From an optimization exercise on the open Yosys and OpenROAD flow, aimed at small area, a short achievable clock period and few clock cycles per item; shortcuts taken in it are not production practice.
At most, simulation tests tie the RTL to the original design; equivalence was not proved.
No functional check of the RTL was part of runs 3 and 4.

==> flow/design.v <==
module hsl_color_interpolator (
  input  logic        clk,
  input  logic        rst_n,
  input  logic        start,
  output logic        busy,
  input  logic        in_op,
  input  logic [1:0]  in_slot,
  input  logic [11:0] in_start_red,
  input  logic [11:0] in_start_green,
  input  logic [11:0] in_start_blue,
  input  logic [11:0] in_end_red,
  input  logic [11:0] in_end_green,
  input  logic [11:0] in_end_blue,
  input  logic [11:0] in_t_frac,
  output logic        out_valid,
  output logic [1:0]  out_slot,
  output logic [11:0] out_red,
  output logic [11:0] out_green,
  output logic [11:0] out_blue,
  output logic        out_last
);
  localparam int SPC  = 2;           
  localparam int NCYC = 12 / SPC;    
  localparam int QD   = 3;           
  function automatic logic [11:0] div_fs(input logic [23:0] p);
    logic [12:0] sum;
    sum = {1'b0, p[11:0]} + {1'b0, p[23:12]} + 13'd1;
    div_fs = p[23:12] + {11'd0, sum[12]};
  endfunction
  function automatic logic [11:0] add_ci(input logic [11:0] a, input logic [11:0] b, input logic ci);
    logic [12:0] t;
    t = {a, 1'b1} + {b, ci};
    add_ci = t[12:1];
  endfunction
  function automatic logic fs_c(input logic [23:0] p);
    logic [12:0] sum;
    sum  = {1'b0, p[11:0]} + {1'b0, p[23:12]} + 13'd1;
    fs_c = sum[12];
  endfunction
  function automatic logic [23:0] mul_r4(input logic [11:0] a, input logic [13:0] a3,
                                         input logic [11:0] b);
    logic [13:0] m;
    mul_r4 = '0;
    for (int i = 0; i < 6; i++) begin
      unique case (b[2*i +: 2])
        2'd0:    m = 14'd0;
        2'd1:    m = {2'b00, a};
        2'd2:    m = {1'b0, a, 1'b0};
        default: m = a3;
      endcase
      mul_r4 = mul_r4 + (24'(m) << (2*i));
    end
  endfunction
  logic        cv;
  logic        c_op;
  logic [1:0]  c_slot;
  logic [11:0] c_col [6];
  logic [5:0]  c_gt [2];
  logic [11:0] c_t;
  logic [12:0] q_mem [QD];
  logic [1:0]  q_wr, q_rd;
  logic [1:0]  q_cnt;
  logic        q_push, q_pop;
  logic        h_op;
  logic [11:0] h_t;
  assign h_op = q_mem[q_rd][12];
  assign h_t  = q_mem[q_rd][11:0];
  logic        cu_busy, cu_done;
  logic [2:0]  cu_cnt;
  logic [1:0]  cu_slot;
  logic [11:0] rs [2], qs [2], bs [2];
  logic [14:0] rh [2], bh [2];
  logic [11:0] qh [2];
  logic [11:0] cl [2];
  logic        cg [2], cn [2];
  logic [1:0]  cs [2];
  logic        ev, iss, pend;
  logic [1:0]  nx, isk;
  logic [11:0] et;
  logic        pop_e, pop_l, commit;
  logic [11:0] t_h0 [4], t_h1 [4];
  logic [11:0] t_s0 [4], t_sm [4], t_l0 [4], t_lm [4];
  logic        t_sn [4], t_ln [4];
  logic [3:0]  t_v;
  logic q_space, mv_e, mv_l, mv, cu_free;
  assign q_space = (q_cnt != 2'(QD)) || q_pop;
  assign cu_free = !cu_busy || commit;
  assign mv_e    = cv && c_op && q_space;
  assign mv_l    = cv && !c_op && q_space && cu_free;
  assign mv      = mv_e || mv_l;
  assign busy    = cv && !((q_cnt != 2'(QD)) && (c_op || !cu_busy));
  assign q_push  = mv;
  always_ff @(posedge clk) begin
    if (!rst_n) cv <= 1'b0;
    else        cv <= (start && !busy) || (cv && !mv);
  end
  logic [11:0] in_col [6];
  assign in_col[0] = in_start_red;
  assign in_col[1] = in_start_green;
  assign in_col[2] = in_start_blue;
  assign in_col[3] = in_end_red;
  assign in_col[4] = in_end_green;
  assign in_col[5] = in_end_blue;
  always_ff @(posedge clk) begin
    if (rst_n && start && !busy) begin
      c_op   <= in_op;
      c_slot <= in_slot;
      for (int i = 0; i < 6; i++) c_col[i] <= in_col[i];
      for (int c = 0; c < 2; c++) begin
        c_gt[c][0] <= in_col[3*c]   > in_col[3*c+1];
        c_gt[c][1] <= in_col[3*c+1] > in_col[3*c];
        c_gt[c][2] <= in_col[3*c]   > in_col[3*c+2];
        c_gt[c][3] <= in_col[3*c+2] > in_col[3*c];
        c_gt[c][4] <= in_col[3*c+1] > in_col[3*c+2];
        c_gt[c][5] <= in_col[3*c+2] > in_col[3*c+1];
      end
      c_t <= in_t_frac;
    end
  end
  always_ff @(posedge clk) begin
    if (q_push) q_mem[q_wr] <= {c_op, c_t};
  end
  always_ff @(posedge clk) begin
    if (!rst_n) begin
      q_wr  <= '0;
      q_rd  <= '0;
      q_cnt <= '0;
    end else begin
      if (q_push) q_wr <= (q_wr == 2'(QD - 1)) ? 2'd0 : q_wr + 2'd1;
      if (q_pop)  q_rd <= (q_rd == 2'(QD - 1)) ? 2'd0 : q_rd + 2'd1;
      q_cnt <= q_cnt + {1'b0, q_push} - {1'b0, q_pop};
    end
  end
  logic       cand_v, stall, adv;
  logic [1:0] cand;
  assign cand_v = ev || ((q_cnt != '0) && h_op);
  assign cand   = ev ? nx : 2'd0;
  assign stall  = pend && !cu_done && (cand == cu_slot);
  assign adv    = cand_v && !stall;
  assign pop_e  = !ev && (q_cnt != '0) && h_op && !stall;
  assign pop_l  = (q_cnt != '0) && !h_op && !pend && (!ev || nx > cu_slot);
  assign q_pop  = pop_e || pop_l;
  assign commit = (pend || pop_l) && cu_done;
  always_ff @(posedge clk) begin
    if (!rst_n) begin
      ev   <= 1'b0;
      iss  <= 1'b0;
      pend <= 1'b0;
    end else begin
      iss  <= adv;
      pend <= (pend || pop_l) && !commit;
      if (adv) ev <= (cand != 2'd3);
    end
  end
  always_ff @(posedge clk) begin
    if (adv) begin
      nx  <= cand + 2'd1;
      isk <= cand;
    end
  end
  logic [13:0] et3, n_t3, n_t3n;
  always_ff @(posedge clk) begin
    if (pop_e) begin
      et  <= h_t;
      et3 <= n_t3;
    end
  end
  logic [11:0] i_rs [2], i_qs [2], i_bs [2], i_qh [2], i_l [2];
  logic [14:0] i_rh [2], i_bh [2];
  logic        i_g [2], i_n [2];
  logic [1:0]  i_s [2];
  for (genvar c = 0; c < 2; c++) begin : g_cls
    logic [11:0] r, g, b, mx, mn, d, x, y, am1, na, dm1;
    logic [12:0] sm, smc;
    logic [14:0] d6;
    logic [1:0]  ch;
    logic        rg, gr, rb, br, gb, bg, ze;
    always_comb begin
      r = c_col[3*c];
      g = c_col[3*c+1];
      b = c_col[3*c+2];
      {bg, gb, br, rb, gr, rg} = c_gt[c];
      if (!gr) begin
        if (!br) begin ch = 2'd0; mx = r; mn = bg ? g : b; end
        else     begin ch = 2'd2; mx = b; mn = g; end
      end else begin
        if (bg)  begin ch = 2'd2; mx = b; mn = r; end
        else     begin ch = 2'd1; mx = g; mn = rb ? b : r; end
      end
      unique case (ch)
        2'd0:    begin i_n[c] = bg; ze = !gb && !bg; end
        2'd1:    begin i_n[c] = rb; ze = !rb && !br; end
        default: begin i_n[c] = gr; ze = !rg && !gr; end
      endcase
      unique case (ch)
        2'd0:    begin x = bg ? b : g; y = bg ? g : b; end
        2'd1:    begin x = rb ? r : b; y = rb ? b : r; end
        default: begin x = gr ? g : r; y = gr ? r : g; end
      endcase
      am1 = x + ~y;              
      na  = y + ~x;              
      dm1 = mx + ~mn;            
      d   = mx - mn;
      d6  = {1'b0, d, 2'b00} + {2'b00, d, 1'b0};
      sm  = {1'b0, mx} + {1'b0, mn};
      smc = 13'd8190 - sm;
      i_l[c] = sm[12:1];
      i_g[c] = (mx == mn);
      i_s[c] = ch;
      i_rs[c] = dm1;
      i_qs[c] = ~dm1;
      i_bs[c] = (sm < 13'd4095) ? sm[11:0] : smc[11:0];
      i_rh[c] = ze ? 15'd0 : {3'd0, am1};
      i_qh[c] = i_n[c] ? na : ~am1;
      i_bh[c] = d6;
    end
  end
  logic [11:0] n_rs [2], n_qs [2], n_qh [2];
  logic [14:0] n_rh [2];
  for (genvar c = 0; c < 2; c++) begin : g_div
    always_comb begin
      logic [12:0] r2s;
      logic [15:0] r2h;
      logic [13:0] dfs;
      logic [16:0] dfh;
      n_rs[c] = rs[c];
      n_qs[c] = qs[c];
      n_rh[c] = rh[c];
      n_qh[c] = qh[c];
      for (int i = 0; i < SPC; i++) begin
        r2s = {n_rs[c], n_qs[c][11]};
        dfs = {1'b0, r2s} - {2'b00, bs[c]};
        n_rs[c] = dfs[13] ? r2s[11:0] : dfs[11:0];
        n_qs[c] = {n_qs[c][10:0], !dfs[13]};
        r2h = {n_rh[c], n_qh[c][11]};
        dfh = {1'b0, r2h} - {2'b00, bh[c]};
        n_rh[c] = dfh[16] ? r2h[14:0] : dfh[14:0];
        n_qh[c] = {n_qh[c][10:0], !dfh[16]};
      end
    end
  end
  always_ff @(posedge clk) begin
    if (!rst_n) begin
      cu_busy <= 1'b0;
      cu_done <= 1'b0;
      cu_cnt  <= '0;
    end else if (mv_l) begin
      cu_busy <= 1'b1;
      cu_done <= 1'b0;
      cu_cnt  <= '0;
    end else if (commit) begin
      cu_busy <= 1'b0;
      cu_done <= 1'b0;
    end else if (cu_busy && !cu_done) begin
      cu_cnt <= cu_cnt + 3'd1;
      if (cu_cnt == 3'(NCYC - 1)) cu_done <= 1'b1;
    end
  end
  always_ff @(posedge clk) begin
    if (mv_l) begin
      cu_slot <= c_slot;
      for (int c = 0; c < 2; c++) begin
        rs[c] <= i_rs[c]; qs[c] <= i_qs[c]; bs[c] <= i_bs[c];
        rh[c] <= i_rh[c]; qh[c] <= i_qh[c]; bh[c] <= i_bh[c];
        cl[c] <= i_l[c];  cg[c] <= i_g[c];  cn[c] <= i_n[c]; cs[c] <= i_s[c];
      end
    end else if (cu_busy && !cu_done) begin
      for (int c = 0; c < 2; c++) begin
        rs[c] <= n_rs[c]; qs[c] <= n_qs[c];
        rh[c] <= n_rh[c]; qh[c] <= n_qh[c];
      end
    end
  end
  logic [11:0] f_h [2], f_s [2];
  always_comb begin
    for (int c = 0; c < 2; c++) begin
      logic [11:0] bp, bn;
      unique case (cs[c])
        2'd0:    begin bp = 12'd0;    bn = 12'd4094; end
        2'd1:    begin bp = 12'd1365; bn = 12'd1364; end
        default: begin bp = 12'd2730; bn = 12'd2729; end
      endcase
      f_h[c] = cg[c] ? 12'd0 : add_ci(cn[c] ? bn : bp, qh[c] ^ {12{cn[c]}}, cn[c]);
      f_s[c] = cg[c] ? 12'd0 : qs[c];
    end
  end
  logic        w_sn, w_ln;
  logic [11:0] w_sm, w_lm;
  logic [12:0] w_ds, w_dl, w_ds_n, w_dl_n;
  always_comb begin
    w_ds   = {1'b0, f_s[1]} - {1'b0, f_s[0]};
    w_ds_n = {1'b0, f_s[0]} - {1'b0, f_s[1]};
    w_dl   = {1'b0, cl[1]} - {1'b0, cl[0]};
    w_dl_n = {1'b0, cl[0]} - {1'b0, cl[1]};
    w_sn   = w_ds[12];
    w_ln   = w_dl[12];
    w_sm   = w_sn ? w_ds_n[11:0] : w_ds[11:0];
    w_lm   = w_ln ? w_dl_n[11:0] : w_dl[11:0];
  end
  always_ff @(posedge clk) begin
    if (commit) begin
      t_h0[cu_slot]   <= f_h[0];
      t_h1[cu_slot]   <= f_h[1];
      t_s0[cu_slot]   <= f_s[0];
      t_sm[cu_slot]   <= w_sm;
      t_sn[cu_slot]   <= w_sn;
      t_l0[cu_slot]   <= cl[0];
      t_lm[cu_slot]   <= w_lm;
      t_ln[cu_slot]   <= w_ln;
    end
  end
  always_ff @(posedge clk) begin
    if (!rst_n)      t_v <= '0;
    else if (commit) t_v[cu_slot] <= 1'b1;
  end
  logic [1:0]  nk;
  logic [11:0] nt;
  logic [10:0] r_m2;
  logic [11:0] r_sm, r_lm, r_tt, r_hl;
  logic        r_wrap;
  logic [11:0] n_h0, n_h1, n_hd;
  logic [12:0] n_hd01, n_hd10;
  logic        n_swp;
  assign nk = cand;
  logic byp;
  assign byp = commit && (nk == cu_slot);
  assign nt = pop_e ? h_t : et;
  assign n_t3  = {2'b00, nt} + {1'b0, nt, 1'b0};
  assign n_t3n = {2'b00, ~nt} + {1'b0, ~nt, 1'b0};
  logic [13:0] r_tt3;
  always_comb begin
    n_h0   = byp ? f_h[0] : t_h0[nk];
    n_h1   = byp ? f_h[1] : t_h1[nk];
    n_hd01 = {1'b0, n_h0} - {1'b0, n_h1};
    n_hd10 = {1'b0, n_h1} - {1'b0, n_h0};
    n_swp  = n_hd10[12];
    n_hd   = n_swp ? n_hd01[11:0] : n_hd10[11:0];
  end
  always_ff @(posedge clk) begin
    r_m2   <= n_hd[11] ? ~n_hd[10:0] : n_hd[10:0];
    r_wrap <= n_hd[11];
    r_hl   <= n_swp ? n_h1 : n_h0;
    r_sm   <= byp ? w_sm : t_sm[nk];
    r_lm   <= byp ? w_lm : t_lm[nk];
    r_tt   <= n_swp ? ~nt : nt;
    r_tt3  <= n_swp ? n_t3n : n_t3;
  end
  logic        v1, tv1, wrap1, sn1, ln1;
  logic [1:0]  k1;
  logic [22:0] ph1;
  logic [23:0] ps1, pl1;
  logic [11:0] hl1, s01, l01;
  always_ff @(posedge clk) begin
    if (!rst_n) v1 <= 1'b0;
    else        v1 <= iss;
  end
  always_ff @(posedge clk) begin
    k1    <= isk;
    tv1   <= t_v[isk];
    ph1   <= 23'(mul_r4(r_tt, r_tt3, {1'b0, r_m2}));
    ps1   <= mul_r4(et, et3, r_sm);
    pl1   <= mul_r4(et, et3, r_lm);
    hl1   <= r_hl;
    wrap1 <= r_wrap;
    s01   <= t_s0[isk];
    sn1   <= t_sn[isk];
    l01   <= t_l0[isk];
    ln1   <= t_ln[isk];
  end
  logic [11:0] qh1, hue1, s1n, l1n, hm0, hm1;
  logic [12:0] hd1;
  always_comb begin
    qh1 = div_fs({1'b0, ph1});
    hd1 = 13'(({1'b0, hl1, 1'b1} + {1'b0, {1'b0, ph1[22:12]} ^ {12{wrap1}}, fs_c({1'b0, ph1}) ^ wrap1}) >> 1);
    hm1 = hl1 + ~qh1;
    hue1 = (wrap1 && !hd1[12]) ? hm1 : hd1[11:0];
    s1n = add_ci(s01, ps1[23:12] ^ {12{sn1}}, fs_c(ps1) ^ sn1);
    l1n = add_ci(l01, pl1[23:12] ^ {12{ln1}}, fs_c(pl1) ^ ln1);
  end
  logic        v2, tv2;
  logic [1:0]  k2;
  logic [11:0] h2, s2, l2;
  always_ff @(posedge clk) begin
    if (!rst_n) v2 <= 1'b0;
    else        v2 <= v1;
  end
  always_ff @(posedge clk) begin
    k2  <= k1;
    tv2 <= tv1;
    h2  <= hue1;
    s2  <= s1n;
    l2  <= l1n;
  end
  logic [14:0] y2, c2, zp2;
  logic [2:0]  sec2;
  logic [11:0] f2;
  always_comb begin
    y2   = {1'b0, h2, 2'b00} + {2'b00, h2, 1'b0};
    sec2 = 3'(h2 >= 12'd683) + 3'(h2 >= 12'd1365) + 3'(h2 >= 12'd2048)
         + 3'(h2 >= 12'd2730) + 3'(h2 >= 12'd3413);
    unique case (sec2)
      3'd0:         c2 = 15'd0;
      3'd1, 3'd2:   c2 = 15'd8190;
      3'd3, 3'd4:   c2 = 15'd16380;
      default:      c2 = 15'd24570;
    endcase
    zp2 = (sec2[0] ? c2 : y2) - (sec2[0] ? y2 : c2);
    f2  = zp2[11:0];
  end
  logic        v3, tv3;
  logic [1:0]  k3;
  logic [2:0]  sec3;
  logic [11:0] s3, l3, f3;
  logic [23:0] pp3;
  always_ff @(posedge clk) begin
    if (!rst_n) v3 <= 1'b0;
    else        v3 <= v2;
  end
  always_ff @(posedge clk) begin
    k3   <= k2;
    tv3  <= tv2;
    s3   <= s2;
    l3   <= l2;
    f3   <= f2;
    sec3 <= sec2;
    pp3  <= l2 * s2;
  end
  logic [11:0] m3w;
  always_comb begin
    m3w = add_ci(l3[11] ? s3 : 12'd0, pp3[23:12] ^ {12{l3[11]}}, fs_c(pp3) ^ l3[11]);
  end
  logic        v4, tv4;
  logic [1:0]  k4;
  logic [2:0]  sec4;
  logic [11:0] f4, l4;
  logic [13:0] f34;
  logic [10:0] m4;
  always_ff @(posedge clk) begin
    if (!rst_n) v4 <= 1'b0;
    else        v4 <= v3;
  end
  always_ff @(posedge clk) begin
    k4   <= k3;
    tv4  <= tv3;
    f4   <= f3;
    f34  <= {2'b00, f3} + {1'b0, f3, 1'b0};
    sec4 <= sec3;
    m4   <= m3w[10:0];
    l4   <= l3;
  end
  logic        v5, tv5;
  logic [1:0]  k5;
  logic [2:0]  sec5;
  logic [11:0] hi5, lo5;
  logic [22:0] pc5;
  always_ff @(posedge clk) begin
    if (!rst_n) v5 <= 1'b0;
    else        v5 <= v4;
  end
  always_ff @(posedge clk) begin
    k5   <= k4;
    tv5  <= tv4;
    sec5 <= sec4;
    hi5  <= l4 + {1'b0, m4};
    lo5  <= l4 - {1'b0, m4};
    pc5  <= 23'(mul_r4(f4, f34, {1'b0, m4}));
  end
  logic [11:0] sl5, r5, g5, b5;
  always_comb begin
    sl5 = add_ci(lo5, pc5[22:11], fs_c({pc5, 1'b0}));
    unique case (sec5)
      3'd0:    begin r5 = hi5; g5 = sl5; b5 = lo5; end
      3'd1:    begin r5 = sl5; g5 = hi5; b5 = lo5; end
      3'd2:    begin r5 = lo5; g5 = hi5; b5 = sl5; end
      3'd3:    begin r5 = lo5; g5 = sl5; b5 = hi5; end
      3'd4:    begin r5 = sl5; g5 = lo5; b5 = hi5; end
      default: begin r5 = hi5; g5 = lo5; b5 = sl5; end
    endcase
    if (!tv5) begin
      r5 = '0; g5 = '0; b5 = '0;
    end
  end
  always_ff @(posedge clk) begin
    if (!rst_n) out_valid <= 1'b0;
    else        out_valid <= v5;
  end
  always_ff @(posedge clk) begin
    out_slot  <= k5;
    out_last  <= (k5 == 2'd3);
    out_red   <= r5;
    out_green <= g5;
    out_blue  <= b5;
  end
endmodule
==> flow/flow/run.sh <==
#!/bin/bash
set -euo pipefail
bash standard.sh SETUP_SLACK_MARGIN=${MARGIN:-6.5} finish > standard_flow.log 2>&1
==> flow/standard.sh <==
#!/bin/bash
# synth_recipe.tcl (not shown) runs the flow's synth.tcl, then flattens the netlist and writes it again
# the make line also repeats each setting of config.mk as NAME=value (left out here)
make -C /OpenROAD-flow-scripts/flow DESIGN_CONFIG=/design/flow/config.mk WORK_HOME=/design/flow/orfs CLKGATE_MAP_FILE= SYNTH_SCRIPT=/design/flow/synth_recipe.tcl "${@:-finish}"
==> flow/config.mk <==
export PLATFORM = sky130hd
export DESIGN_NAME = hsl_color_interpolator
export DESIGN_NICKNAME = hsl_color_interpolator
export VERILOG_FILES = /design/flow/design.v
export SDC_FILE = /design/flow/constraint.sdc
export NUM_CORES = 4
export LEC_CHECK = 0
export CAP_MARGIN = 20
export CORE_MARGIN = 2
export CORE_UTILIZATION = 55
export SETUP_SLACK_MARGIN = 5
export SLEW_MARGIN = 20
==> flow/constraint.sdc <==
create_clock -name core_clock -period 12.0 [get_ports {clk}]
set_input_delay 2.4000 -clock core_clock [delete_from_list [all_inputs] [get_ports {clk}]]
set_output_delay 2.4000 -clock core_clock [all_outputs]
set_load 0.01 [all_outputs]
==> results of run 1 <==
## layout make-up
type                            count  area share
Timing Repair inverter              1   0.0000830
Multi-Input combinational cell   5991       0.546
Clock buffer                      148      0.0365
Inverter                          858      0.0358
Sequential cell                  1086       0.312
Timing Repair Buffer              330      0.0345
Tap cell                         1930      0.0267
Clock inverter                     73     0.00906
## state kept, by name, summed over array words and instances (netlist names), 24 cells and up, named ones only
register  flops
qs           24
t_l0         48
pl1          24
rh           30
t_sm         48
t_s0         48
t_h1         48
t_h0         48
q_mem        39
t_lm         48
bh           28
rs           24
cl           24
ps1          24
qh           24
c_col        72
pp3          24
## cell usage after synthesis (all sizes together), types with 62 or more instances
cell type / n / area (um^2)
a211oi: 62 / 480
a21o: 162 / 1220
a21oi: 520 / 2600
and2: 135 / 847
buf: 103 / 517
clkbuf: 288 / 1090
dfxtp: 448 / 8970
edfxtp: 638 / 19200
fa: 303 / 6070
ha: 845 / 10600
inv: 856 / 3210
mux2: 172 / 1940
mux2i: 461 / 4630
nand2: 632 / 2380
nand2b: 68 / 433
nand3: 104 / 521
nor2: 472 / 1770
nor2b: 147 / 920
nor3: 112 / 566
o21ai: 473 / 2370
xnor2: 360 / 3150
xor2: 196 / 1720
## per-layer routing
layer | global-route usage | share of wire | up-vias
met4 | 0.0859 | 0.033 | 2
met2 | 0.478 | 0.49 | 1371
met1 | 0.360 | 0.44 | 29191
li1 | - | - | 29096
met3 | 0.0314 | 0.043 | 358
met5 | 0 | 0.000061 | -
## cells in the final DEF, fill, tap and decap left out, drive strengths merged, types with 29 or more instances in the layout
master / count
nand2: 632
clkdlybuf4s50: 130
nand2b: 68
xnor2: 360
nor2b: 147
o21a: 49
edfxtp: 638
clkbuf: 153
a21o: 162
clkinv: 40
a22o: 44
nand4: 29
nor3: 112
and3: 54
mux4: 39
ha: 845
a31oi: 51
and2: 135
mux2: 172
nor2: 472
fa: 303
a21oi: 520
xor2: 196
o21bai: 59
mux2i: 461
inv: 864
nand3: 104
a211oi: 62
dfxtp: 448
a21boi: 54
buf: 193
a22oi: 29
o21ai: 473
## cell families after synthesis
group                    Yosys count
AND/OR/NAND/NOR                 1852
AO/OA/AOI/OAI                   1762
buffers and inverters           1249
adder cells (fa/ha/maj)         1148
flip-flops                      1086
multiplexers                     672
XOR/XNOR                         557
## worst min-delay path by stage
| stage | from | end | slack (ns) | depth (start not counted) |
|---|---|---|---|---|
| 6_report | l3[1] | l4[1] | 0.32 | 0 |
| 4_1_cts | k1[0] | k2[0] | 0.33 | 0 |
| 5_1_grt | l3[1] | l4[1] | 0.33 | 0 |
| 3_3_place_gp | k1[1] | k2[1] | 0.31 | 0 |
| 3_5_place_dp | k1[0] | k2[0] | 0.31 | 0 |
| 2_1_floorplan | r_hl[0] | hl1[0] | 0.31 | 0 |
## per-stage QoR
step	hold WS [ns]	instance area, um^2	setup slack, ns
detailed placement	0.312	84500	5.66
CTS	0.326	89100	6.50
global route	0.331	90500	6.36
finish	0.323	90500	6.59
global placement	0.310	84500	5.76
floorplan	0.310	81800	4.74
## repair_timing
item | CTS | global route
pin swaps | 2 | 35
gates cloned | 2 | 5
setup buffers | 27 | 85
setup endpoints to repair | 113 | 121
resized for setup | 61 | 182
==> summary.txt, run 1 <==
FF+latch area - 28200 um^2
RSZ-0062 raised after global routing - yes
Simple-gate share of the synthesized area - 0.106
Die ar. - 152000 um^2
Adder-Cell Fraction of Synth Area - 0.204
Core Box Area - 148000 um^2
Cells after synthesis - 8326
Worst hold path class - flop to flop
Maximum clock path buffer count - 3
Crit path time final - 5.41 ns
Placed cells - 10077
Largest net degree at the start of global routing - 73
Relative slew slack - 0.290
Antenna Nets Post-Route - 0
Routed WL per cell - 20.5 um
Worst-path clk slew - 0.06 ns
Area Overhead vs Synth - 10.7%
Worst-path fanout max - 7
Core Util, Final - 0.613
CTS Sinks - 1086
Fin cells - 10417
Cell Area, Synth - 81700 um^2
Chip Width - 389 um
Initial antenna violation count - 4
Root Buffer Master - clkbuf_16
Drt via density - 5.76
Top cell by count, worst path - fa_1
Final hold viol count - 0
Post-synthesis mux area share - 0.0911
Sequential share of the synthesized area - 0.344
Clock latency (worst-skew pair) - 0.75 ns
Post-Route WL - 213000 um
Vias in the first global route - 59554
Num CTS Buffers - 119
Overflow after GRT - 0
Critical R2R Capture - ps1[23]
Synth Area in Compound Gates - 0.136
Fmax - 0.185 GHz
Worst path bufs/invs - 4
Initial Utilization - 0.553
Synth Register Bits - 1086
Die Y - 389 um
Cell Rows - 141
FF-to-FF setup slack - 6.59 ns
Final setup viols - 0
I/O pin count - 131
GRT Resource Usage Total - 0.276
Vias - 60018
Crit path to - ps1[23]
DR iter-0 viols - 3491
Setup TNS - 0 ns
CTS tree - built
DR DRC count - 0
Worst-Margin Slew - 1.06 ns
Hold-fix buffer count after cts - 0
CP cell instances - buf_12, buf_12, mux4_2, buf_4, mux2i_1, nor2_1, a21oi_1, fa_1, fa_1, fa_1, inv_1, ha_1, and3_1, a21oi_1, o21ai_2, o41a_1, a211oi_2, o21bai_1, a21oi_2, xnor2_1
Worst path depth - 20
Status - timing/DRC/antenna clean
Critical Setup Path Class - flop to flop
EDFF count, synth - 638
Dpl hpwl - 160000 um
Synth warnings - 30
Worst Path Required - 12.67 ns
IO buf count - 130
Number of cells on the worst reg-to-reg path - 20
CP peak stage delay - 0.62 ns
Cell variety after synth - 98
Top FF cell, synth - edfxtp_1
Mapped Nets - 9564
Main combinational cell family by area after synthesis - adder cells
Xor/xnor share of the synthesized area - 0.0599
Ys async rst share - 0
Worst path slowest cell - mux4_2
Post-Syn Area per Cell - 9.81 um^2
Multi-input logic area - 49400 um^2
Worst setup SP type - flop
Antenna diode count - 0
Arrival @ worst endpoint - 6.08 ns
First-pass GRT wire length - 332000 um
CP top delay family - adder cells
Max Slew Vio Count - 0
CP endpoint kind - flop
Max_cap viols - 0
Final period utilization - 0.451
Clock Skew - 0.0396 ns
Pre-Repair DR Iteration Count - 6
Share of cells above drive strength 1 - 0.0984
Nets - 9625
GP Congestion - 0.915
H-tree Lvls - 3
Fill cell count - 12617
Testbench counts, summed over its fixed seeds: cycles 3,659, items 2,976.
==> inputs of run 2 (changes only) <==
--- a/flow/design.v
+++ b/flow/design.v
@@ -56,7 +56,6 @@
   logic [1:0]  c_slot;
   logic [11:0] c_col [6];
   logic [5:0]  c_gt [2];
-  logic [11:0] c_t;
   logic [12:0] q_mem [QD];
   logic [1:0]  q_wr, q_rd;
   logic [1:0]  q_cnt;
@@ -105,7 +104,8 @@
     if (rst_n && start && !busy) begin
       c_op   <= in_op;
       c_slot <= in_slot;
-      for (int i = 0; i < 6; i++) c_col[i] <= in_col[i];
+      c_col[0] <= in_op ? in_t_frac : in_col[0];
+      for (int i = 1; i < 6; i++) c_col[i] <= in_col[i];
       for (int c = 0; c < 2; c++) begin
         c_gt[c][0] <= in_col[3*c]   > in_col[3*c+1];
         c_gt[c][1] <= in_col[3*c+1] > in_col[3*c];
@@ -114,11 +114,10 @@
         c_gt[c][4] <= in_col[3*c+1] > in_col[3*c+2];
         c_gt[c][5] <= in_col[3*c+2] > in_col[3*c+1];
       end
-      c_t <= in_t_frac;
     end
   end
   always_ff @(posedge clk) begin
-    if (q_push) q_mem[q_wr] <= {c_op, c_t};
+    if (q_push) q_mem[q_wr] <= {c_op, c_col[0]};
   end
   always_ff @(posedge clk) begin
     if (!rst_n) begin
==> summary.txt, run 2 <==
Fmax - 0.182 GHz (-1.7%)
First-pass GRT wire length - 332000 um (-0.14%)
Worst hold path class - flop to flop
Post-Route M1 WL - 91000 um (-1.9%)
Initial Utilization - 0.552 (-0.00155)
Core Box Area - 147000 um^2 (-0.24%)
Cell taking the most area after synthesis - edfxtp_1
GP Congestion - 0.910 (-0.59%)
Sequential share of the synthesized area - 0.342 (-0.00264)
FF-to-FF setup slack - 6.49 ns (-0.09 ns)
Maximum clock path buffer count - 3 (unchanged)
I/O pin count - 131 (unchanged)
Cell variety after synth - 84 (-14%)
Area share of the largest cell type after synthesis - 0.231 (-0.00321)
Status - timing/DRC/antenna clean
Mapped Nets - 9610 (+0.48%)
Worst Path Required - 12.61 ns (-0.06 ns)
Most frequent cells in the layout - 835 x ha_1, 803 x inv_1, 661 x nand2_1
Area Overhead vs Synth - 11.0%
CTS tree - built
Die ar. - 151000 um^2 (-0.52%)
Synth warnings - 30 (unchanged)
Die Y - 388 um (-0.26%)
Initial antenna violation count - 8 (+4)
DR DRC count - 0 (unchanged)
Met3 wire length - 9700 um (+6.5%)
Largest net degree at the start of global routing - 89 (+22%)
Post-Route WL - 212000 um (-0.62%)
Max_cap viols - 0 (unchanged)
Worst setup SP type - flop
Cells after synthesis - 8372 (+0.55%)
Top FF cell, synth - edfxtp_1
Commonest non-fill, non-tap cell in the layout - ha_1
Vias - 60277 (+0.43%)
Routed WL per cell - 20.2 um (-1.1%)
Critical Setup Path Class - flop to flop
Chip Width - 388 um (-0.26%)
Ys async rst share - 0 (unchanged)
Arrival @ worst endpoint - 6.11 ns (+0.03 ns)
Met2 wire length - 104000 um (-0.18%)
H-tree Lvls - 3 (unchanged)
Most flops, register - c_col
Share of cells above drive strength 1 - 0.0964 (-0.00202)
Num CTS Buffers - 114 (-4.2%)
Max Slew Vio Count - 0 (unchanged)
Final hold viol count - 0 (unchanged)
Antenna Nets Post-Route - 0 (unchanged)
Clock latency (worst-skew pair) - 0.76 ns (about the same)
Worst-path clk slew - 0.06 ns (about the same)
Post-synth top cells - 845 x ha_1, 812 x inv_1, 662 x nand2_1
Vias in the first global route - 59377 (-0.30%)
Pre-Repair DR Iteration Count - 5 (-1)
Nets - 9669 (+0.46%)
Setup TNS - 0 ns (unchanged)
Max layer used - met4
Cell Rows - 141 (unchanged)
Final period utilization - 0.459 (+0.00782)
DR iter-0 viols - 3531 (+1.1%)
Drt via density - 5.76 (about the same)
IO buf count - 130 (unchanged)
Max reg flops - 72 (unchanged)
Most numerous cell in the Yosys netlist - ha_1
WHS Endpoint - k5[1]
Crit path time final - 5.51 ns (+0.0939 ns)
Number of cells on the worst reg-to-reg path - 21 (+5.0%)
Pre-CTS setup slack - 5.47 ns (-0.183 ns)
CP endpoint kind - flop
Final setup viols - 0 (unchanged)
RSZ-0062 raised after global routing - yes
EDFF count, synth - 626 (-1.9%)
Worst Hold Launch - k4[1]
Relative slew slack - 0.311 (+0.0201)
CTS Sinks - 1074 (-1.1%)
Dpl hpwl - 159000 um (-0.59%)
Post-Syn Area per Cell - 9.71 um^2 (-1.1%)
Worst-path fanout max - 7 (unchanged)
Synth Register Bits - 1074 (-1.1%)
Critical R2R Capture - pl1[23]
Setup ws final - 6.49 ns (-0.0939 ns)
GRT Resource Usage Total - 0.276 (about the same)
Clock Skew - 0.0506 ns (+0.0110 ns)
Overflow after GRT - 0 (unchanged)
WHS Path Cells - 0 (unchanged)
Worst-Margin Slew - 1.03 ns (-0.0347 ns)
Cell Area, Synth - 81300 um^2 (-0.52%)
Synth area leaders - edfxtp_1 23%, ha_1 13%, dfxtp_1 11%
Root Buffer Master - clkbuf_16
[run 2: cell count changes in the layout (fill, tap and decap cells not counted), moves of 12 or more]
cell / delta
nand3_1: -12
a21o_1: +23
a31oi_1: -15
nand2b_1: +21
xor2_1: +42
and2_1: -14
inv_1: -42
o22ai_1: +12
xnor2_1: -36
a22oi_1: +12
nand2_1: +31
mux2_2: -20
edfxtp_1: -12
nor2_1: +29
[run 2: worst max-delay path by stage]
stage,to,slack (ns),cells after the start
floorplan,t_h0[2][0],4.69,9
global placement,pl1[23],5.53,22
detailed placement,r_m2[1],5.47,20
CTS,pl1[23],6.35,23
global route,pl1[23],6.32,21
finish,pl1[23],6.49,21
[run 2: routing by layer]
layer | up-vias | GRT usage
met3 | 367 | 0.0304
met4 | 0 | 0.0939
met1 | 29108 | 0.354
met2 | 1507 | 0.482
li1 | 29295 | -
met5 | - | 0
[run 2: final cells by class]
type | instances | area (um^2)
fill | 12502 | 57100
timing repair buffer | 337 | 3130
antenna | 4 | 10.0
inverter | 816 | 3090
tap | 1930 | 2410
clock buffer | 155 | 3250
sequential | 1074 | 27800
clock inverter | 60 | 706
multi-input combinational | 6088 | 49800
[run 2: repair_timing]
item | CTS | global route
pin swaps | 8 | 42
resized for setup | 109 | 210
hold buffers | 0 | 0
setup endpoints to repair | 186 | 189
setup buffers | 38 | 85
cloned | 4 | 5
[run 2: critical path: stages (launching register included)]
cell,delay [ns]
dfxtp_4,0.41
buf_12,0.15
mux4_2,0.63
buf_12,0.19
mux2i_2,0.15
o21ai_2,0.20
fa_1,0.46
fa_1,0.58
inv_2,0.04
fa_1,0.49
inv_2,0.05
ha_4,0.15
a211o_1,0.26
a21oi_2,0.19
o31ai_4,0.12
a41o_1,0.24
nor4_2,0.27
nor3_2,0.08
and4_1,0.22
a2111oi_4,0.25
a21oi_2,0.10
xnor2_1,0.13
[run 2: metrics by stage]
step | util | cells | hold WS [ns] | instance area (um^2)
5_1_grt | 0.612 | 10460 | 0.330 | 90200
3_5_place_dp | 0.571 | 10113 | 0.312 | 84200
6_report | 0.612 | 10464 | 0.326 | 90200
4_1_cts | 0.603 | 10370 | 0.327 | 88900
2_1_floorplan | - | 8372 | 0.310 | 81400
3_3_place_gp | 0.571 | 10112 | 0.310 | 84200
[run 2: logic make-up after synthesis]
| family | share of synthesized area |
|---|---|
| xor+xnor | 0.0604 |
| mux | 0.0878 |
| fa+ha+maj | 0.205 |
| flops | 0.342 |
| buf+inv | 0.0564 |
| simple gates | 0.112 |
| compound gates | 0.137 |
Testbench counts of run 2, summed over its fixed seeds: cycles 3,659, items 2,976.
==> inputs of run 3 (changes only) <==
--- a/flow/design.v
+++ b/flow/design.v
@@ -322,7 +322,7 @@
   logic        n_swp;
   assign nk = cand;
   logic byp;
-  assign byp = commit && (nk == cu_slot);
+  assign byp = pend && cu_done && (nk == cu_slot);
   assign nt = pop_e ? h_t : et;
   assign n_t3  = {2'b00, nt} + {1'b0, nt, 1'b0};
   assign n_t3n = {2'b00, ~nt} + {1'b0, ~nt, 1'b0};
--- a/flow/config.mk
+++ b/flow/config.mk
@@ -5,8 +5,8 @@
 export SDC_FILE = /design/flow/constraint.sdc
 export NUM_CORES = 4
 export LEC_CHECK = 0
-export CAP_MARGIN = 20
+export CAP_MARGIN = 5
 export CORE_MARGIN = 2
 export CORE_UTILIZATION = 55
 export SETUP_SLACK_MARGIN = 5
-export SLEW_MARGIN = 20
+export SLEW_MARGIN = 5
==> summary.txt, run 3 <==
IO buf count - 130 (unchanged)
Ys async rst share - 0 (unchanged)
Overflow after GRT - 0 (unchanged)
Cell Area, Synth - 83000 um^2 (+2.1%)
Clock latency (worst-skew pair) - 0.78 ns (+0.02 ns)
Pre-Repair DR Iteration Count - 6 (+1)
Synth Register Bits - 1096 (+2.0%)
DR DRC count - 0 (unchanged)
Post-Syn Area per Cell - 9.83 um^2 (+1.2%)
Worst setup SP type - flop
EDFF count, synth - 626 (unchanged)
Worst Path Required - 12.68 ns (+0.07 ns)
Maximum clock path buffer count - 3 (unchanged)
Relative slew slack - 0.142 (-0.169)
Initial antenna violation count - 5 (-3)
GP Congestion - 0.921 (+1.2%)
Arrival @ worst endpoint - 6.13 ns (+0.02 ns)
Post-synthesis mux area share - 0.0884 (+0.000631)
Area share of the largest cell type after synthesis - 0.227 (-0.00465)
Sequential share of the synthesized area - 0.340 (-0.00156)
Final period utilization - 0.454 (-0.00471)
I/O pin count - 131 (unchanged)
DR iter-0 viols - 4097 (+16%)
Initial Utilization - 0.554 (+0.00206)
Final setup viols - 0 (unchanged)
H-tree Lvls - 3 (unchanged)
Antenna Nets Post-Route - 0 (unchanged)
Clock Skew - 0.0675 ns (+0.0168 ns)
Drt via density - 5.85 (+1.6%)
Crit path time final - 5.45 ns (-0.0565 ns)
Area Overhead vs Synth - 10.7%
Synth area leaders - edfxtp_1 23%, ha_1 13%, dfxtp_1 11%
GRT Resource Usage Total - 0.279 (+0.00343)
Nets - 9703 (+0.35%)
Synth warnings - 30 (unchanged)
First-pass GRT wire length - 340000 um (+2.6%)
Max_cap viols - 0 (unchanged)
Post-Route WL - 218000 um (+3.0%)
CTS tree - built
Status - timing/DRC/antenna clean
Vias - 61981 (+2.8%)
Mapped Nets - 9677 (+0.70%)
RSZ-0062 raised after global routing - yes
Commonest non-fill, non-tap cell in the layout - inv_1
Setup TNS - 0 ns (unchanged)
Worst-Margin Slew - 1.27 ns (+0.244 ns)
Max reg flops - 72 (unchanged)
Setup ws final - 6.55 ns (+0.0565 ns)
Most flops, register - c_col
Largest net degree at the start of global routing - 75 (-16%)
Most numerous cell in the Yosys netlist - inv_1
Most frequent cells in the layout - 858 x inv_1, 823 x ha_1, 637 x nand2_1
Root Buffer Master - clkbuf_16
Routed WL per cell - 20.6 um (+1.8%)
Simple-gate share of the synthesized area - 0.109 (-0.00383)
CTS Sinks - 1096 (+2.0%)
Dpl hpwl - 163000 um (+2.9%)
Main combinational cell family by area after synthesis - adder cells
Placed cells - 10264 (+1.5%)
Share of cells above drive strength 1 - 0.110 (+0.0132)
Final instance area - 91900 um^2 (+1.8%)
Die ar. - 154000 um^2 (+2.0%)
Synth Area in Compound Gates - 0.150 (+0.0132)
Hold slack - 0.326 ns (-0.000311 ns)
Fin cells - 10588 (+1.2%)
Die Y - 392 um (+1.0%)
DP Area - 85900 um^2 (+2.0%)
Worst hold path class - flop to flop
Critical Setup Path Class - flop to flop
Final hold viol count - 0 (unchanged)
CP endpoint kind - flop
Worst-path fanout max - 7 (unchanged)
Cell Rows - 142 (+0.71%)
Post-synth top cells - 872 x inv_1, 845 x ha_1, 647 x nand2_1
Max Slew Vio Count - 0 (unchanged)
Core Box Area - 150000 um^2 (+1.7%)
Chip Width - 392 um (+1.0%)
Vias in the first global route - 60541 (+2.0%)
Worst-path clk slew - 0.06 ns (about the same)
Cell taking the most area after synthesis - edfxtp_1
Top FF cell, synth - edfxtp_1
Xor/xnor share of the synthesized area - 0.0547 (-0.00574)
Num CTS Buffers - 120 (+5.3%)
Adder-Cell Fraction of Synth Area - 0.201 (-0.00412)
Cell variety after synth - 102 (+21%)
Fmax - 0.184 GHz (+1.0%)
Pre-CTS setup slack - 5.16 ns (-0.312 ns)
Cells after synthesis - 8439 (+0.80%)
-- run 3: per-stage QoR --
stage / utilization
after floorplan: -
after global placement: 0.573
after detailed placement: 0.573
after CTS: 0.607
after global routing: 0.613
final: 0.613
-- run 3: final timing paths --
| check | start | end | slack [ns] | depth (start not counted) |
|---|---|---|---|---|
| setup reg to reg | s2[3] | pp3[23] | 6.55 | 19 |
| setup / recovery | s2[3] | pp3[23] | 6.55 | 19 |
| hold reg to reg | l3[7] | l4[7] | 0.33 | 0 |
| hold / removal | l3[7] | l4[7] | 0.33 | 0 |
-- run 3: area by class of cell --
class / count / area, um^2
multi-input combinational: 6078 / 50700
tap: 2016 / 2520
fill: 12647 / 57900
timing repair buffer: 291 / 2640
clock buffer: 154 / 3290
sequential: 1096 / 28300
clock inverter: 74 / 1060
inverter: 878 / 3310
antenna: 1 / 2.50
-- run 3: routing by layer --
layer / share of wire / vias up / GRT usage
met3: 0.047 / 350 / 0.0305
li1: - / 29873 / -
met5: 0 / - / 0
met1: 0.44 / 30098 / 0.372
met4: 0.035 / 0 / 0.0935
met2: 0.48 / 1660 / 0.473
-- run 3: cell families (layout without fill, tap and decap cells) --
family,after synthesis,in the layout
AO/OA/AOI/OAI,1869,1869
other,0,1
flip-flops,1096,1096
multiplexers,659,659
buffers and inverters,1266,1397
AND/OR/NAND/NOR,1886,1887
adder cells (fa/ha/maj),1148,1148
XOR/XNOR,515,515
-- run 3: what timing repair did --
action / CTS / global route
cloned: 1 / 1
resized for setup: 100 / 170
endpoints found under the setup margin: 131 / 111
pin swaps: 12 / 63
hold endpoints to repair: 0 / 0
setup buffers: 39 / 54
hold buffers: 0 / 0
-- run 3: worst max-delay path: stages (launching register included) --
cell and delay (ns):
dfxtp_4 0.40, buf_4 0.13, buf_4 0.11, nand2_1 0.06, fa_1 0.45, fa_2 0.54
inv_1 0.05, fa_1 0.54, inv_2 0.05, fa_1 0.52, inv_1 0.05, fa_1 0.52
ha_4 0.23, and3_4 0.17, a211o_1 0.29, a31oi_2 0.20, o21bai_1 0.13, a2111o_1 0.41
a2111o_1 0.41, o211ai_1 0.09
==> inputs of run 4 (changes only) <==
==> flow/flow/run.sh (replaced) <==
#!/bin/bash
set -euo pipefail
bash standard.sh SETUP_SLACK_MARGIN=${MARGIN:-7} finish > standard_flow.log 2>&1
--- a/flow/config.mk
+++ b/flow/config.mk
@@ -5,8 +5,8 @@
 export SDC_FILE = /design/flow/constraint.sdc
 export NUM_CORES = 4
 export LEC_CHECK = 0
-export CAP_MARGIN = 5
+export CAP_MARGIN = 20
 export CORE_MARGIN = 2
 export CORE_UTILIZATION = 55
 export SETUP_SLACK_MARGIN = 5
-export SLEW_MARGIN = 5
+export SLEW_MARGIN = 20
==> summary.txt, run 4 <==
Number of cells on the worst reg-to-reg path - 20 (+1)
Dpl hpwl - 165000 um (+0.72%)
Final setup viols - 0 (unchanged)
Most numerous cell in the Yosys netlist - inv_1
Nets - 9899 (+2.0%)
CP endpoint kind - flop
Vias - 63068 (+1.8%)
Clock latency (worst-skew pair) - 0.77 ns (about the same)
Clock Skew - 0.0381 ns (-0.0293 ns)
Worst-path clk slew - 0.07 ns (about the same)
Max Slew Vio Count - 0 (unchanged)
Setup TNS - 0 ns (unchanged)
RSZ-0062 raised after global routing - yes
Worst-Margin Slew - 1.25 ns (-0.0287 ns)
Most frequent cells in the layout - 842 x inv_1, 803 x ha_1, 628 x nand2_1
Num CTS Buffers - 130 (+8.3%)
Antenna Nets Post-Route - 0 (unchanged)
Relative slew slack - 0.161 (+0.0194)
Worst path slowest cell - fa_1
Root Buffer Master - clkbuf_16
Area Overhead vs Synth - 14.5%
WHS Path Cells - 0 (unchanged)
FF+latch area - 28400 um^2 (+0.26%)
Initial Utilization - 0.554 (unchanged)
Critical Setup Path Class - flop to flop
Initial antenna violation count - 5 (unchanged)
Area share of the largest cell type after synthesis - 0.227 (unchanged)
Fmax - 0.185 GHz (+1.1%)
Worst-path fanout max - 4 (-3)
Top FF cell, synth - edfxtp_1
Max_cap viols - 0 (unchanged)
Cell taking the most area after synthesis - edfxtp_1
Routed WL per cell - 20.9 um (+1.4%)
CTS tree - built
Cell Area, Synth - 83000 um^2 (unchanged)
Chip Width - 392 um (unchanged)
Ys async rst share - 0 (unchanged)
Fill cell count - 12495 (-1.2%)
I/O pin count - 131 (unchanged)
Arrival @ worst endpoint - 6.08 ns (-0.05 ns)
Cells after synthesis - 8439 (unchanged)
Max reg flops - 72 (unchanged)
IO buf count - 130 (unchanged)
CP cell instances - buf_12, nand2_4, fa_1, inv_1, ha_2, fa_1, inv_1, fa_1, fa_1, inv_2, ha_4, and2_4, a311o_1, o31a_1, a211o_1, a31oi_4, o21bai_2, a2111o_1, a2111o_1, o211ai_1
Largest net degree at the start of global routing - 95 (+27%)
Final period utilization - 0.449 (-0.00473)
Worst path bufs/invs - 4 (-1)
Post-Route WL - 225000 um (+3.3%)
FF-to-FF setup slack - 6.61 ns (+0.06 ns)
Die Y - 392 um (unchanged)
Post-synth top cells - 872 x inv_1, 845 x ha_1, 647 x nand2_1
Multi-input logic area - 51900 um^2 (+2.2%)
Maximum clock path buffer count - 3 (unchanged)
DR DRC count - 0 (unchanged)
Core Box Area - 150000 um^2 (unchanged)
CTS Sinks - 1096 (unchanged)
Sequential share of the synthesized area - 0.340 (unchanged)
Cell variety after synth - 102 (unchanged)
Crit path time final - 5.39 ns (-0.0568 ns)
Most flops, register - c_col
Commonest non-fill, non-tap cell in the layout - inv_1
GRT Resource Usage Total - 0.287 (+0.00789)
Synth warnings - 30 (unchanged)
Vias in the first global route - 61998 (+2.4%)
Top cell by count, worst path - fa_1
Mapped Nets - 9677 (unchanged)
First-pass GRT wire length - 349000 um (+2.6%)
H-tree Lvls - 4 (+1)
Worst setup SP type - flop
Status - timing/DRC/antenna clean
Share of cells above drive strength 1 - 0.150 (+0.0407)
GP Congestion - 0.920 (about the same)
DR iter-0 viols - 4091 (-0.15%)
Critical R2R Capture - pp3[23]
CP top delay family - adder cells
Synth Register Bits - 1096 (unchanged)
Die ar. - 154000 um^2 (unchanged)
Worst hold path class - flop to flop
Drt via density - 5.85 (about the same)
CP peak stage delay - 0.54 ns (about the same)
Cell Rows - 142 (unchanged)
Post-Syn Area per Cell - 9.83 um^2 (unchanged)
Pre-Repair DR Iteration Count - 6 (unchanged)
Synth area leaders - edfxtp_1 23%, ha_1 13%, dfxtp_1 11%
Final hold viol count - 0 (unchanged)
Overflow after GRT - 0 (unchanged)
Reg2reg start - s2[3]
WHS Endpoint - k5[1]
EDFF count, synth - 626 (unchanged)
Worst Hold Launch - k4[1]
Worst Path Required - 12.68 ns (about the same)
run 4: cell count changes in the layout (fill, tap and decap cells not counted), moves of 17 or more:
cell	delta
buf_4	+146
dfxtp_1	-32
buf_6	+31
o21ai_0	-23
a21oi_1	-20
ha_1	-20
dfxtp_2	+19
xnor2_1	-17
run 4: how the worst max path moves through the flow:
stage / start / endpoint / slack, ns / depth (start not counted)
2_1_floorplan: cu_slot[1] / t_h0[1][0] / 4.88 / 7
3_3_place_gp: cn[1] / r_m2[9] / 5.58 / 23
3_5_place_dp: cn[1] / r_m2[9] / 5.59 / 23
4_1_cts: l2[2] / pp3[23] / 6.62 / 19
5_1_grt: s2[3] / pp3[23] / 6.45 / 20
6_report: s2[3] / pp3[23] / 6.61 / 20
run 4: final cells by class:
cell class                      count  area share
Antenna cell                        1   0.0000263
Timing Repair Buffer              477      0.0452
Inverter                          878      0.0353
Clock buffer                      158      0.0368
Clock inverter                     80      0.0114
Tap cell                         2016      0.0266
Sequential cell                  1096       0.299
Multi-Input combinational cell   6078       0.546
run 4: metrics by stage:
stage | instances | area, um^2 | utilization | hold WS (ns) | setup slack (ns)
2_1_floorplan | 8439 | 83200 | - | 0.310 | 4.88
3_3_place_gp | 10259 | 86000 | 0.574 | 0.310 | 5.58
3_5_place_dp | 10259 | 86000 | 0.574 | 0.312 | 5.59
4_1_cts | 10647 | 92600 | 0.619 | 0.313 | 6.62
5_1_grt | 10783 | 95000 | 0.634 | 0.326 | 6.45
6_report | 10784 | 95000 | 0.634 | 0.314 | 6.61
run 4: routing by layer:
metal | GRT usage | vias to the layer above | part of all wire
li1 | - | 30241 | -
met1 | 0.383 | 30805 | 0.44
met2 | 0.489 | 1661 | 0.49
met3 | 0.0334 | 361 | 0.048
met4 | 0.0848 | 0 | 0.030
met5 | 0 | - | 0
run 4: cell families after synthesis:
logic type               count (synthesis)  synth area share
XOR/XNOR                               515            0.0547
multiplexers                           659            0.0884
AND/OR/NAND/NOR                       1886             0.109
AO/OA/AOI/OAI                         1869             0.150
buffers and inverters                 1266            0.0578
adder cells (fa/ha/maj)               1148             0.201
flip-flops                            1096             0.340
run 4: what timing repair did:
action,4_1_cts,5_1_grt
setup buffers,147,135
hold buffers,0,0
gates cloned,3,1
pin swaps,68,128
resized for setup,269,306
endpoints found under the setup margin,247,239
==> inputs of run 5 (changes only) <==
--- a/flow/design.v
+++ b/flow/design.v
@@ -349,6 +349,7 @@
   logic [22:0] ph1;
   logic [23:0] ps1, pl1;
   logic [11:0] hl1, s01, l01;
+  logic [13:0] s031;
   always_ff @(posedge clk) begin
     if (!rst_n) v1 <= 1'b0;
     else        v1 <= iss;
@@ -362,6 +363,7 @@
     hl1   <= r_hl;
     wrap1 <= r_wrap;
     s01   <= t_s0[isk];
+    s031  <= {2'b00, t_s0[isk]} + {1'b0, t_s0[isk], 1'b0};
     sn1   <= t_sn[isk];
     l01   <= t_l0[isk];
     ln1   <= t_ln[isk];
@@ -374,11 +376,20 @@
     hm1 = hl1 + ~qh1;
     hue1 = (wrap1 && !hd1[12]) ? hm1 : hd1[11:0];
     s1n = add_ci(s01, ps1[23:12] ^ {12{sn1}}, fs_c(ps1) ^ sn1);
+    begin
+      logic c1;
+      logic [13:0] k3;
+      c1 = fs_c(ps1);
+      if (sn1) k3 = c1 ? 14'h3fff : 14'd2;
+      else     k3 = c1 ? 14'd3 : 14'd0;
+      s31n = s031 + ({2'b00, ps1[23:12]} ^ {14{sn1}}) + ({1'b0, ps1[23:12], 1'b0} ^ {14{sn1}}) + k3;
+    end
     l1n = add_ci(l01, pl1[23:12] ^ {12{ln1}}, fs_c(pl1) ^ ln1);
   end
   logic        v2, tv2;
   logic [1:0]  k2;
   logic [11:0] h2, s2, l2;
+  logic [13:0] s31n, s32;
   always_ff @(posedge clk) begin
     if (!rst_n) v2 <= 1'b0;
     else        v2 <= v1;
@@ -388,6 +399,7 @@
     tv2 <= tv1;
     h2  <= hue1;
     s2  <= s1n;
+    s32 <= s31n;
     l2  <= l1n;
   end
   logic [14:0] y2, c2, zp2;
@@ -422,7 +434,7 @@
     l3   <= l2;
     f3   <= f2;
     sec3 <= sec2;
-    pp3  <= l2 * s2;
+    pp3  <= mul_r4(s2, s32, l2);
   end
   logic [11:0] m3w;
   always_comb begin
==> summary.txt, run 5 <==
I/O pin count - 131 (unchanged)
Drt via density - 5.83 (-0.25%)
Core Box Area - 150000 um^2 (+0.24%)
DR iter-0 viols - 4142 (+1.2%)
Fin cells - 10650 (-1.2%)
CTS Sinks - 1125 (+2.6%)
Synth Area in Compound Gates - 0.150 (+0.000594)
Clock Skew - 0.0315 ns (-0.00659 ns)
Routed WL per cell - 21.2 um (+1.2%)
Crit path time final - 5.16 ns (-0.235 ns)
Post-synth top cells - 856 x ha_1, 774 x inv_1, 626 x edfxtp_1
Die Y - 393 um (+0.25%)
Final period utilization - 0.430 (-0.0196)
Mapped Nets - 9566 (-1.1%)
CTS tree - built
Synth warnings - 30 (unchanged)
Main combinational cell family by area after synthesis - adder cells
Xor/xnor share of the synthesized area - 0.0615 (+0.00680)
RSZ-0062 raised after global routing - yes
Vias - 62128 (-1.5%)
Max layer used - met5
Met3 wire length - 9690 um (-11%)
Sequential share of the synthesized area - 0.345 (+0.00528)
Adder-Cell Fraction of Synth Area - 0.193 (-0.00751)
Critical Setup Path Class - flop to flop
GP Congestion - 0.928 (+0.83%)
Max Slew Vio Count - 0 (unchanged)
Cell Rows - 142 (unchanged)
Relative slew slack - 0.0515 (-0.110)
Dpl hpwl - 164000 um (-0.64%)
Placed cells - 10167 (-0.90%)
Arrival @ worst endpoint - 5.64 ns (-0.44 ns)
Most frequent cells in the layout - 828 x ha_1, 757 x inv_1, 626 x edfxtp_1
Maximum clock path buffer count - 3 (unchanged)
Worst setup SP type - flop
Antenna Nets Post-Route - 0 (unchanged)
Pre-Repair DR Iteration Count - 6 (unchanged)
CP endpoint kind - flop
Vias in the first global route - 61357 (-1.0%)
Max_cap viols - 0 (unchanged)
Clock latency (worst-skew pair) - 0.76 ns (about the same)
Worst-Margin Slew - 1.41 ns (+0.169 ns)
Die ar. - 155000 um^2 (+0.49%)
Worst-path fanout max - 7 (+3)
Cells after synthesis - 8351 (-1.0%)
Commonest non-fill, non-tap cell in the layout - ha_1
Post-Syn Area per Cell - 9.98 um^2 (+1.6%)
Worst-path clk slew - 0.06 ns (about the same)
Num CTS Buffers - 131 (+0.77%)
Area Overhead vs Synth - 13.2%
GRT Resource Usage Total - 0.283 (-0.00391)
Most numerous cell in the Yosys netlist - ha_1
Hold-fix buffer count after cts - 0 (unchanged)
IO buf count - 130 (unchanged)
Most flops, register - c_col
Simple-gate share of the synthesized area - 0.0946 (-0.0141)
Worst hold path class - flop to flop
Worst Path Required - 12.48 ns (-0.20 ns)
Cell variety after synth - 96 (-5.9%)
Cell Area, Synth - 83400 um^2 (+0.50%)
Synth area leaders - edfxtp_1 23%, ha_1 13%, dfxtp_1 12%
Met2 wire length - 109000 um (about the same)
Nets - 9744 (-1.6%)
Synth Register Bits - 1125 (+2.6%)
EDFF count, synth - 626 (unchanged)
Initial antenna violation count - 7 (+2)
Initial Utilization - 0.555 (+0.00144)
Area share of the largest cell type after synthesis - 0.225 (-0.00112)
Overflow after GRT - 0 (unchanged)
Chip Width - 393 um (+0.25%)
Max reg flops - 72 (unchanged)
Fmax - 0.194 GHz (+4.6%)
H-tree Lvls - 4 (unchanged)
Post-Route WL - 225000 um (about the same)
DR DRC count - 0 (unchanged)
Setup TNS - 0 ns (unchanged)
Post-Route M1 WL - 98300 um (-0.10%)
Final hold viol count - 0 (unchanged)
Post-synthesis mux area share - 0.101 (+0.0127)
First-pass GRT wire length - 350000 um (+0.13%)
Status - timing/DRC/antenna clean
Share of cells above drive strength 1 - 0.149 (-0.000976)
Largest net degree at the start of global routing - 88 (-7.4%)
Top FF cell, synth - edfxtp_1
Cell taking the most area after synthesis - edfxtp_1
Ys async rst share - 0 (unchanged)
Hold slack - 0.321 ns (+0.00676 ns)
Root Buffer Master - clkbuf_16
Final setup viols - 0 (unchanged)
run 5: cell families after synthesis:
logic type,count (synthesis)
simple gates,1663
mux,761
flops,1125
fa+ha+maj,1125
compound gates,1914
buf+inv,1180
xor+xnor,583
run 5: final timing paths:
| check | start | end | slack, ns | cells after the start |
|---|---|---|---|---|
| worst max-delay path | rh[0][0] | rh[0][8] | 6.84 | 24 |
| worst min-delay path | tv2 | tv3 | 0.32 | 0 |
| worst max register to register | rh[0][0] | rh[0][8] | 6.84 | 24 |
| worst min register to register | tv2 | tv3 | 0.32 | 0 |
run 5: stage by stage:
step	worst slack, ns	util	instance area, um^2
finish	6.84	0.629	94400
detailed placement	5.26	0.574	86300
CTS	6.82	0.616	92500
floorplan	6.48	-	83400
global route	6.66	0.628	94400
global placement	5.25	0.574	86200
run 5: critical path: stages (launching register included):
cell and delay [ns]:
edfxtp_1 0.44, inv_1 0.10, ha_1 0.23, nor2b_4 0.05, o21a_1 0.19, o21ai_2 0.18, a21oi_2 0.10, a311oi_2 0.35
o21ai_2 0.10, a21boi_2 0.15, buf_6 0.16, buf_12 0.11, buf_4 0.11, mux2_2 0.36, ha_4 0.24, a21oi_1 0.16
nor2b_1 0.07, nor3_1 0.22, a21bo_2 0.26, a221o_1 0.35, a221oi_4 0.36, buf_6 0.17, buf_16 0.13, mux2i_1 0.19
o22ai_1 0.09
run 5: cell type report:
class / instances / area, um^2
multi-input combinational: 6054 / 51600
tap: 2016 / 2520
fill: 12430 / 55800
timing repair buffer: 437 / 4080
inverter: 780 / 2970
sequential: 1125 / 28900
clock buffer: 170 / 3640
antenna: 4 / 10.0
clock inverter: 64 / 614
run 5: layer usage:
layer  track usage  vias to the layer above
li1              -                    29918
met4        0.0979                        2
met3        0.0308                      428
met1         0.370                    30193
met5             0                        -
met2         0.487                     1587
run 5: what timing repair did:
| action | CTS | global route |
|---|---|---|
| cloned | 12 | 5 |
| setup buffers | 113 | 115 |
| pin swaps | 62 | 97 |
| resized for setup | 242 | 256 |
| setup endpoints to repair | 277 | 209 |
Testbench counts of run 5, summed over its fixed seeds: cycles 3,659, items 2,976.
==> inputs of run 6 (changes only) <==
==> flow/flow/run.sh (replaced) <==
#!/bin/bash
set -euo pipefail
bash standard.sh SETUP_SLACK_MARGIN=${MARGIN:-7.5} finish > standard_flow.log 2>&1
==> summary.txt, run 6 <==
Initial antenna violation count - 15 (+8)
Cells after synthesis - 8351 (unchanged)
RSZ-0062 raised after global routing - yes
First-pass GRT wire length - 361000 um (+3.3%)
Worst-path clk slew - 0.06 ns (about the same)
Worst Hold Launch - k4[0]
FF+latch area - 29000 um^2 (+0.28%)
Ys async rst share - 0 (unchanged)
Share of cells above drive strength 1 - 0.217 (+0.0681)
CTS tree - built
CTS Sinks - 1125 (unchanged)
Hold-fix buffer count after cts - 0 (unchanged)
Worst setup SP type - flop
DR iter-0 viols - 4123 (-0.46%)
Routed WL per cell - 21.7 um (+2.4%)
Status - timing/DRC/antenna clean
Nets - 10024 (+2.9%)
CP endpoint kind - flop
Crit path time final - 5.15 ns (-0.00337 ns)
Crit path from - rh[0][1]
Largest net degree at the start of global routing - 83 (-5.7%)
H-tree Lvls - 4 (unchanged)
Commonest non-fill, non-tap cell in the layout - ha_1
Fmax - 0.194 GHz (about the same)
Fill cell count - 11912 (-4.2%)
Arrival @ worst endpoint - 5.77 ns (+0.13 ns)
Clock Skew - 0.0351 ns (+0.00361 ns)
Multi-input logic area - 53900 um^2 (+4.5%)
Most frequent cells in the layout - 764 x ha_1, 730 x inv_1, 626 x edfxtp_1
Synth Register Bits - 1125 (unchanged)
Most flops, register - c_col
Root Buffer Master - clkbuf_16
Chip Width - 393 um (unchanged)
Pre-Repair DR Iteration Count - 6 (unchanged)
Sequential share of the synthesized area - 0.345 (unchanged)
Maximum clock path buffer count - 3 (unchanged)
GP Congestion - 0.915 (-1.4%)
Worst Path Required - 12.62 ns (+0.14 ns)
Die Y - 393 um (unchanged)
Setup TNS - 0 ns (unchanged)
Overflow after GRT - 0 (unchanged)
Max reg flops - 72 (unchanged)
Synth area leaders - edfxtp_1 23%, ha_1 13%, dfxtp_1 12%
Antenna Nets Post-Route - 0 (unchanged)
EDFF count, synth - 626 (unchanged)
Worst-path fanout max - 8 (+1)
Critical Setup Path Class - flop to flop
Worst hold path class - flop to flop
Vias in the first global route - 63548 (+3.6%)
Num CTS Buffers - 130 (-0.76%)
Mapped Nets - 9566 (unchanged)
Drt via density - 5.83 (about the same)
Relative slew slack - 0.332 (+0.281)
Final hold viol count - 0 (unchanged)
Hold slack - 0.325 ns (+0.00353 ns)
Max_cap viols - 0 (unchanged)
Core Box Area - 150000 um^2 (unchanged)
Area share of the largest cell type after synthesis - 0.225 (unchanged)
Area Overhead vs Synth - 19.8%
Clock latency (worst-skew pair) - 0.79 ns (+0.03 ns)
Most numerous cell in the Yosys netlist - ha_1
Post-synth top cells - 856 x ha_1, 774 x inv_1, 626 x edfxtp_1
Top FF cell, synth - edfxtp_1
Worst-Margin Slew - 0.997 ns (-0.417 ns)
Reg2reg start - rh[0][1]
Dpl hpwl - 164000 um (about the same)
[run 6: cell counts after synthesis]
No cell type changed its count.
[run 6: path summary, 6_finish.rpt]
path | end | slack, ns | cells past startpoint
worst max-delay path | rh[0][2] | 6.85 | 24
worst min-delay path | k5[0] | 0.32 | 0
worst max register to register | rh[0][2] | 6.85 | 24
worst min register to register | k5[0] | 0.32 | 0
[run 6: cells by family (layout without fill, tap and decap cells)]
kind of cell / Yosys count / after routing / synth area share
xor gates and xnor gates: 583 / 583 / 0.0615
and+or+nand+nor: 1663 / 1665 / 0.0946
other: 0 / 1 / 0
AOI/OAI and AO/OA: 1914 / 1920 / 0.150
adders and majority gates: 1125 / 1125 / 0.193
muxes: 761 / 761 / 0.101
DFF: 1125 / 1125 / 0.345
buffers and inverters: 1180 / 1735 / 0.0541
[run 6: what timing repair did]
action / 4_1_cts / 5_1_grt
cloned: 23 / 9
resized for setup: 580 / 497
endpoints found under the setup margin: 361 / 304
pin swaps: 220 / 267
setup buffers: 349 / 146
[run 6: area by class of cell]
class,count,share of cell area
Antenna cell,1,0.0000251
Clock buffer,160,0.0345
Clock inverter,77,0.00964
Inverter,780,0.0298
Multi-Input combinational cell,6054,0.540
Sequential cell,1125,0.290
Tap cell,2016,0.0253
Timing Repair Buffer,718,0.0701
[run 6: metrics by stage]
| stage | util | area [um^2] | std cells | setup WS [ns] |
|---|---|---|---|---|
| floorplan | - | 84000 | 8351 | 6.48 |
| global placement | 0.576 | 86500 | 10166 | 5.60 |
| detailed placement | 0.576 | 86500 | 10166 | 5.49 |
| CTS | 0.642 | 96300 | 10775 | 6.90 |
| global route | 0.665 | 99900 | 10930 | 6.67 |
| finish | 0.665 | 99900 | 10931 | 6.85 |
[run 6: worst max-delay path: stages, from the launching register on]
cell and delay, ns:
edfxtp_1 0.44, ha_4 0.26, nor2b_4 0.12, o21a_1 0.21, o21ai_2 0.19, a21oi_2 0.11
a311oi_2 0.31, o21ai_2 0.10, a21boi_2 0.14, buf_6 0.15, mux2i_4 0.25, inv_1 0.06
ha_1 0.27, nor2b_4 0.13, o21ai_2 0.17, a21boi_2 0.09, o21ai_2 0.20, a21oi_2 0.10
a21bo_2 0.23, a221o_1 0.35, a221oi_4 0.33, buf_4 0.17, buf_12 0.13, mux2_4 0.31
o22ai_2 0.14
[run 6: metal layers]
| layer | vias to the layer above | GRT usage | share of wire |
|---|---|---|---|
| li1 | 30464 | - | - |
| met1 | 31101 | 0.382 | 0.43 |
| met2 | 1714 | 0.502 | 0.49 |
| met3 | 464 | 0.0360 | 0.047 |
| met4 | 4 | 0.102 | 0.036 |
| met5 | - | 0 | 0.00010 |

## port drivers added, routing unchanged
The flow's constraints put no driver on any port. The routed layouts listed below were extracted and timed again, unchanged, in two steps. Step 1: set_driving_cell puts a clkbuf_16 on clk and a buf_2 on each other input, an assumption about the parent block. Step 2, shift: input delay + t, output delay - t, t = (earliest + latest rising clock arrival at the registers) / 2. This alone moves slack from input paths to output paths. Slacks: ideal ports / drivers / drivers and shift; pairs: ideal ports / drivers.
run	shift t [ns]	slack for setup (ns)	worst setup path after step 2
run 1	0.824	6.588 / 6.588 / 6.588	register to register
run 2	0.823	6.494 / 6.494 / 6.494	register to register
run 3	0.827	6.551 / 6.551 / 6.551	register to register
run 4	0.829	6.608 / 6.608 / 6.608	register to register
run 5	0.837	6.843 / 6.843 / 6.843	register to register
run 6	0.861	6.846 / 6.846 / 6.846	register to register
After both steps setup and hold are still met in every run listed.
